This design comes from an exercise in tuning for small area on the open sky130 flow, not from production work.
In this exercise RTL edits were held to simulation tests only and were not proved equivalent to the original.
Power figures rest on the tool's default switching activity, not on a simulated workload.

==> flow/design.v <==
package riscv_pkg;
  localparam int ALU     = 0;
  localparam int SFT     = 1;
  localparam int BU      = 2;
  localparam int LSU     = 3;
  localparam int NB_UNIT = 4;
  localparam int ADD  = 0;
  localparam int SUB  = 1;
  localparam int AND  = 2;
  localparam int OR   = 3;
  localparam int XOR  = 4;
  localparam int SLT  = 5;
  localparam int SLTU = 6;
  localparam int SLL  = 7;
  localparam int SRL  = 8;
  localparam int SRA  = 9;
  localparam int BEQ  = 10;
  localparam int BNE  = 11;
  localparam int BLT  = 12;
  localparam int BGE  = 13;
  localparam int JAL  = 14;
  localparam int JALR = 15;
  localparam int LD   = 16;
  localparam int ST   = 17;
  localparam int NB_OPERATION = 18;
  localparam int SZ_B = 0;
  localparam int SZ_H = 1;
  localparam int SZ_W = 2;
  typedef struct packed {
    logic [32-1:0]        pc;
    logic                    rd_v;
    logic [5-1:0]     rd_adr;
    logic [32:0]          rs1_data;
    logic [32:0]          rs2_data;
    logic [32-1:0]        immediat;
    logic [2:0]              access_size;
    logic                    unsign_extension;
    logic [NB_UNIT-1:0]      unit;
    logic [NB_OPERATION-1:0] operation;
  } dec_exe_t;
  typedef struct packed {
    logic             adr_v;
    logic [32-1:0] adr;
    logic             is_store;
    logic [32-1:0] store_data;
    logic [2:0]       access_size;
  } mem_req_t;
  typedef struct packed {
    logic                v;
    logic [5-1:0] adr;
    logic [32-1:0]    data;
  } wbk_t;
  typedef struct packed {
    logic [32-1:0] pc;
    logic             branch_instr;
    logic             feedback;
    logic             success;
    logic             failed;
  } pred_fb_t;
endpackage
`timescale 1ns/1ps
import riscv_pkg::*;
module exe_top (
  input  logic                     clk,
  input  logic                     reset_n,
  input  logic [32-1:0]         dec_pc_i,
  input  logic                     dec_rd_v_i,
  input  logic [5-1:0]      dec_rd_adr_i,
  input  logic [32:0]           dec_rs1_data_i,
  input  logic [32:0]           dec_rs2_data_i,
  input  logic [32-1:0]         dec_immediat_i,
  input  logic [2:0]               dec_access_size_i,
  input  logic                     dec_unsign_extension_i,
  input  logic [NB_UNIT-1:0]       dec_unit_i,
  input  logic [NB_OPERATION-1:0]  dec_operation_i,
  input  logic                     pred_v_i,
  input  logic                     pred_is_taken_i,
  input  logic [32-1:0]         load_data_i,
  output logic                     mem_adr_v_o,
  output logic [32-1:0]         mem_adr_o,
  output logic                     mem_is_store_o,
  output logic [32-1:0]         mem_store_data_o,
  output logic [2:0]               mem_access_size_o,
  output logic                     exe_fwd_v_o,
  output logic [5-1:0]      exe_fwd_adr_o,
  output logic [32-1:0]         exe_fwd_data_o,
  output logic                     wbk_v_o,
  output logic [5-1:0]      wbk_adr_o,
  output logic [32-1:0]         wbk_data_o,
  output logic                     flush_v_q_o,
  output logic [32-1:0]         pc_data_q_o,
  output logic [32-1:0]         pred_fb_pc_o,
  output logic                     pred_fb_branch_instr_o,
  output logic                     pred_fb_feedback_o,
  output logic                     pred_fb_success_o,
  output logic                     pred_fb_failed_o
);
  logic [32-1:0] rs1, rs2, imm, pc;
  logic [NB_OPERATION-1:0] op;
  assign rs1 = dec_rs1_data_i[32-1:0];
  assign rs2 = dec_rs2_data_i[32-1:0];
  assign imm = dec_immediat_i;
  assign pc  = dec_pc_i;
  assign op  = dec_operation_i;
  logic             flush_q;
  logic             flush_dly_q;
  logic             wbk_v_q;
  logic [5-1:0] wbk_adr_q;
  logic [32-1:0] wbk_data_q;
  logic [32-1:0] pc_data_q;
  logic             bi_q, fb_q, ok_q, ko_q;
  function automatic logic [32:0] add_cla(input logic [32-1:0] p,
                                             input logic [32-1:0] g,
                                             input logic cin);
    logic [32-1:0] s;
    logic [32/2:0] bc;
    logic             c, gk, pk;
    bc[0] = cin;
    for (int k = 0; k < 32/2; k++) begin
      gk = 1'b0;
      pk = 1'b1;
      c  = bc[k];
      for (int i = 2*k; i < 2*k+2; i++) begin
        s[i] = p[i] ^ c;
        c    = g[i] | (p[i] & c);
        gk   = g[i] | (p[i] & gk);
        pk   = pk & p[i];
      end
      bc[k+1] = gk | (pk & bc[k]);
    end
    add_cla = {bc[32/2], s};
  endfunction
  function automatic logic [32:0] add_cla_fast(input logic [32-1:0] p,
                                                  input logic [32-1:0] g,
                                                  input logic cin);
    logic [32-1:0] s;
    logic [32/8:0] bc;
    logic             gk, pk;
    bc[0] = cin;
    for (int k = 0; k < 32/8; k++) begin
      gk = 1'b0;
      pk = 1'b1;
      for (int i = 8*k; i < 8*k+8; i++) begin
        s[i] = p[i] ^ (gk | (pk & bc[k]));
        gk   = g[i] | (p[i] & gk);
        pk   = pk & p[i];
      end
      bc[k+1] = gk | (pk & bc[k]);
    end
    add_cla_fast = {bc[32/8], s};
  endfunction
  function automatic logic [32-1:0] inc4(input logic [32-1:0] a);
    logic bc, pk;
    bc = 1'b1;
    inc4[1:0] = a[1:0];
    for (int k = 0; k < 8; k++) begin
      pk = 1'b1;
      for (int i = 2 + 4*k; i < 6 + 4*k && i < 32; i++) begin
        inc4[i] = a[i] ^ (bc & pk);
        pk      = pk & a[i];
      end
      bc = bc & pk;
    end
  endfunction
  function automatic logic [32-1:0] dec4(input logic [32-1:0] a);
    logic bb, zk;
    bb = 1'b1;
    dec4[1:0] = a[1:0];
    for (int k = 0; k < 8; k++) begin
      zk = 1'b1;
      for (int i = 2 + 4*k; i < 6 + 4*k && i < 32; i++) begin
        dec4[i] = a[i] ^ (bb & zk);
        zk      = zk & ~a[i];
      end
      bb = bb & zk;
    end
  endfunction
  logic cancel;
  assign cancel = flush_q | flush_dly_q;
  logic             use_imm, use_pc, jal, jalr, jump;
  logic [32-1:0] opa, opb;
  logic [32:0]   sum;
  assign jal     = op[JAL];
  assign jalr    = op[JALR];
  assign jump    = jal | jalr;
  assign use_imm = dec_unit_i[LSU] | dec_unit_i[BU];
  assign use_pc  = dec_unit_i[BU] & ~jalr;
  assign opa = use_pc ? pc : rs1;
  assign opb = ({32{use_imm}} & imm) | ({32{~use_imm & ~op[SUB]}} & rs2)
             | ({32{~use_imm & op[SUB]}} & ~rs2);
  logic [32-1:0] ap, ag;
  assign ap  = opa ^ opb;
  assign ag  = opa & opb;
  assign sum = add_cla_fast(ap, ag, op[SUB]);
  logic [32-1:0] cx;
  logic [32:0]   cdiff;
  logic less, equal, taken;
  assign cx    = rs1 ^ rs2;
  assign cdiff = add_cla(~cx, rs1 & ~rs2, 1'b1);
  assign less  = (dec_rs1_data_i[32] ^ dec_rs2_data_i[32]) ? dec_rs1_data_i[32] : ~cdiff[32];
  assign equal = cx == '0;
  assign taken = (op[BEQ] & equal) | (op[BNE] & ~equal) | (op[BLT] & less) | (op[BGE] & ~less);
  logic [32-1:0] pc_inc;
  assign pc_inc = inc4(pc);
  logic [32-1:0] sh_in, sh_out, sh_rev;
  logic             sh_fill;
  always_comb begin
    for (int i = 0; i < 32; i++) sh_in[i] = op[SLL] ? rs1[32-1-i] : rs1[i];
  end
  assign sh_fill = op[SRA] & rs1[32-1];
  logic [32:0] sh_tmp;
  assign sh_tmp = $signed({sh_fill, sh_in}) >>> rs2[4:0];
  assign sh_out = sh_tmp[32-1:0];
  always_comb begin
    for (int i = 0; i < 32; i++) sh_rev[i] = sh_out[32-1-i];
  end
  logic [32-1:0] ld;
  logic             ld_fill;
  assign ld_fill = ~dec_unsign_extension_i
                 & (dec_access_size_i[SZ_B] ? load_data_i[7] : load_data_i[15]);
  assign ld[7:0]   = load_data_i[7:0];
  assign ld[15:8]  = dec_access_size_i[SZ_B] ? {8{ld_fill}} : load_data_i[15:8];
  assign ld[31:16] = dec_access_size_i[SZ_W] ? load_data_i[31:16] : {16{ld_fill}};
  logic [32-1:0] res;
  assign res = ({32{op[ADD] | op[SUB]}} & sum[32-1:0])
             | ({32{op[AND] | op[OR]}} & ag)
             | ({32{op[XOR] | op[OR]}} & ap)
             | {{(32-1){1'b0}}, (op[SLT] | op[SLTU]) & less}
             | ({32{op[SLL]}} & sh_rev)
             | ({32{op[SRL] | op[SRA]}} & sh_out)
             | ({32{dec_unit_i[BU]}} & pc_inc)
             | ({32{op[LD]}} & ld);
  logic bu_en, pred_ok, fwd_v;
  assign bu_en   = dec_unit_i[BU] & ~cancel;
  assign pred_ok = pred_v_i & (pred_is_taken_i == (taken | jump));
  assign fwd_v   = dec_rd_v_i & ~cancel;
  assign mem_adr_v_o       = dec_unit_i[LSU] & ~cancel;
  assign mem_is_store_o    = op[ST] & ~cancel;
  assign mem_adr_o         = sum[32-1:0];
  assign mem_store_data_o  = rs2;
  assign mem_access_size_o = dec_access_size_i;
  assign exe_fwd_v_o    = fwd_v;
  assign exe_fwd_adr_o  = dec_rd_adr_i;
  assign exe_fwd_data_o = res;
  always_ff @(posedge clk or negedge reset_n) begin
    if (!reset_n) begin
      wbk_v_q     <= 1'b0;
      flush_q     <= 1'b0;
      flush_dly_q <= 1'b0;
      bi_q        <= 1'b0;
      fb_q        <= 1'b0;
      ok_q        <= 1'b0;
      ko_q        <= 1'b0;
    end else begin
      wbk_v_q     <= fwd_v;
      flush_q     <= bu_en & ~pred_ok;
      flush_dly_q <= flush_q;
      bi_q        <= bu_en;
      fb_q        <= bu_en & pred_v_i;
      ok_q        <= bu_en & pred_ok;
      ko_q        <= bu_en & (pred_v_i ? ~pred_ok : (taken | jump));
    end
  end
  always_ff @(posedge clk) begin
    wbk_adr_q  <= dec_rd_adr_i;
    wbk_data_q <= res;
    pc_data_q  <= (taken | jump) ? {sum[32-1:1], sum[0] & ~jalr} : pc_inc;
  end
  assign wbk_v_o                = wbk_v_q;
  assign wbk_adr_o              = wbk_adr_q;
  assign wbk_data_o             = wbk_data_q;
  assign flush_v_q_o            = flush_q;
  assign pc_data_q_o            = pc_data_q;
  assign pred_fb_pc_o           = dec4(wbk_data_q);
  assign pred_fb_branch_instr_o = bi_q;
  assign pred_fb_feedback_o     = fb_q;
  assign pred_fb_success_o      = ok_q;
  assign pred_fb_failed_o       = ko_q;
endmodule
Settings: LEC_CHECK=0, ABC_AREA=1, CAP_MARGIN=0, CORE_AREA=5 5 145 145, CTS_BUF_LIST=sky130_fd_sc_hd__clkbuf_8, DIE_AREA=0 0 150 150, GPL_TIMING_DRIVEN=0, SETUP_SLACK_MARGIN=0.15, SLEW_MARGIN=0, TNS_END_PERCENT=5; clock period 8.0 ns.
standard.sh (not shown) runs the stock make flow with config.mk's settings and CLKGATE_MAP_FILE= SYNTH_SCRIPT=/design/flow/synth_recipe.tcl, a recipe that flattens the netlist after the stock synthesis.
==> flow/flow/run.sh <==
#!/bin/bash
# Standard ORFS layout (the standard.sh), with the port buffers and the
# synthesis pass-through buffers made from the smallest buffer cell, the
# buffers ABC inserts removed at floorplan (repair_design re-buffers), and
# no full/half-adder cell extraction before ABC (ABC maps the adders).
bash standard.sh \
  BUFFER_PORTS_ARGS="-buffer_cell sky130_fd_sc_hd__buf_1" \
  MIN_BUF_CELL_AND_PORTS="sky130_fd_sc_hd__buf_1 A X" \
  REMOVE_ABC_BUFFERS=1 \
  ADDER_MAP_FILE= \
  finish > standard.log 2>&1
Rerun with:
--- a/flow/design.v
+++ b/flow/design.v
@@ -184,12 +184,11 @@
   assign jalr    = op[JALR];
   assign jump    = jal | jalr;
   assign use_imm = dec_unit_i[LSU] | dec_unit_i[BU];
   assign use_pc  = dec_unit_i[BU] & ~jalr;
   assign opa = use_pc ? pc : rs1;
-  assign opb = ({32{use_imm}} & imm) | ({32{~use_imm & ~op[SUB]}} & rs2)
-             | ({32{~use_imm & op[SUB]}} & ~rs2);
+  assign opb = use_imm ? imm : (rs2 ^ {32{op[SUB]}});
   logic [32-1:0] ap, ag;
   assign ap  = opa ^ opb;
   assign ag  = opa & opb;
   assign sum = add_cla_fast(ap, ag, op[SUB]);
   logic [32-1:0] cx;
The new run completed without violations.
Via count stays flat.
Die area stays the same.
Core utilization came out higher by 0.20 points.
Design area climbs by 0.35%.
Clock skew is about the same.
Register-to-register slack hardly moves.
Wire length came out higher by 1.8%.
Area after synthesis rises by about 1.1%.
Fmax went up by 1.6%.
Power is lower by about 1.8%.
Setup slack is better by 0.12 ns.
Global-route usage came out higher by 0.90 points.

afterwards: timing with drivers on the ports:
No port has a modelled driver above. Below, the same layouts with a new extraction and two added sets of constraints.
Step 1 sets driving cells, clkbuf_16 on the clock port and buf_2 on the other inputs (assumed; they add their load-dependent delay and slew).
Step 2 times the ports against the registers' clock, not the clock port: input delays grow and output delays shrink by t, the midpoint of the rising clock arrivals with the driver on.
Slacks: no drivers / after step 1 / after step 2; pairs: no drivers / after step 1.
| run | t, ns | setup slack, ns | hold slack, ns | worst register clock-pin slew, ns | worst slew at a driven data input, ns |
|---|---|---|---|---|---|
| the first run | 0.418 | 0.403 / 0.367 / 0.367 | 0.407 / 0.407 / 0.407 | 0.10 / 0.10 | 0.08 |
| the second run | 0.414 | 0.524 / 0.495 / 0.495 | 0.418 / 0.418 / 0.418 | 0.09 / 0.09 | 0.10 |
After both steps setup and hold are still met in every run listed. The setup slack of the first run, which loses most, moves by -0.036 ns with the drivers and by -0.036 ns with both steps.
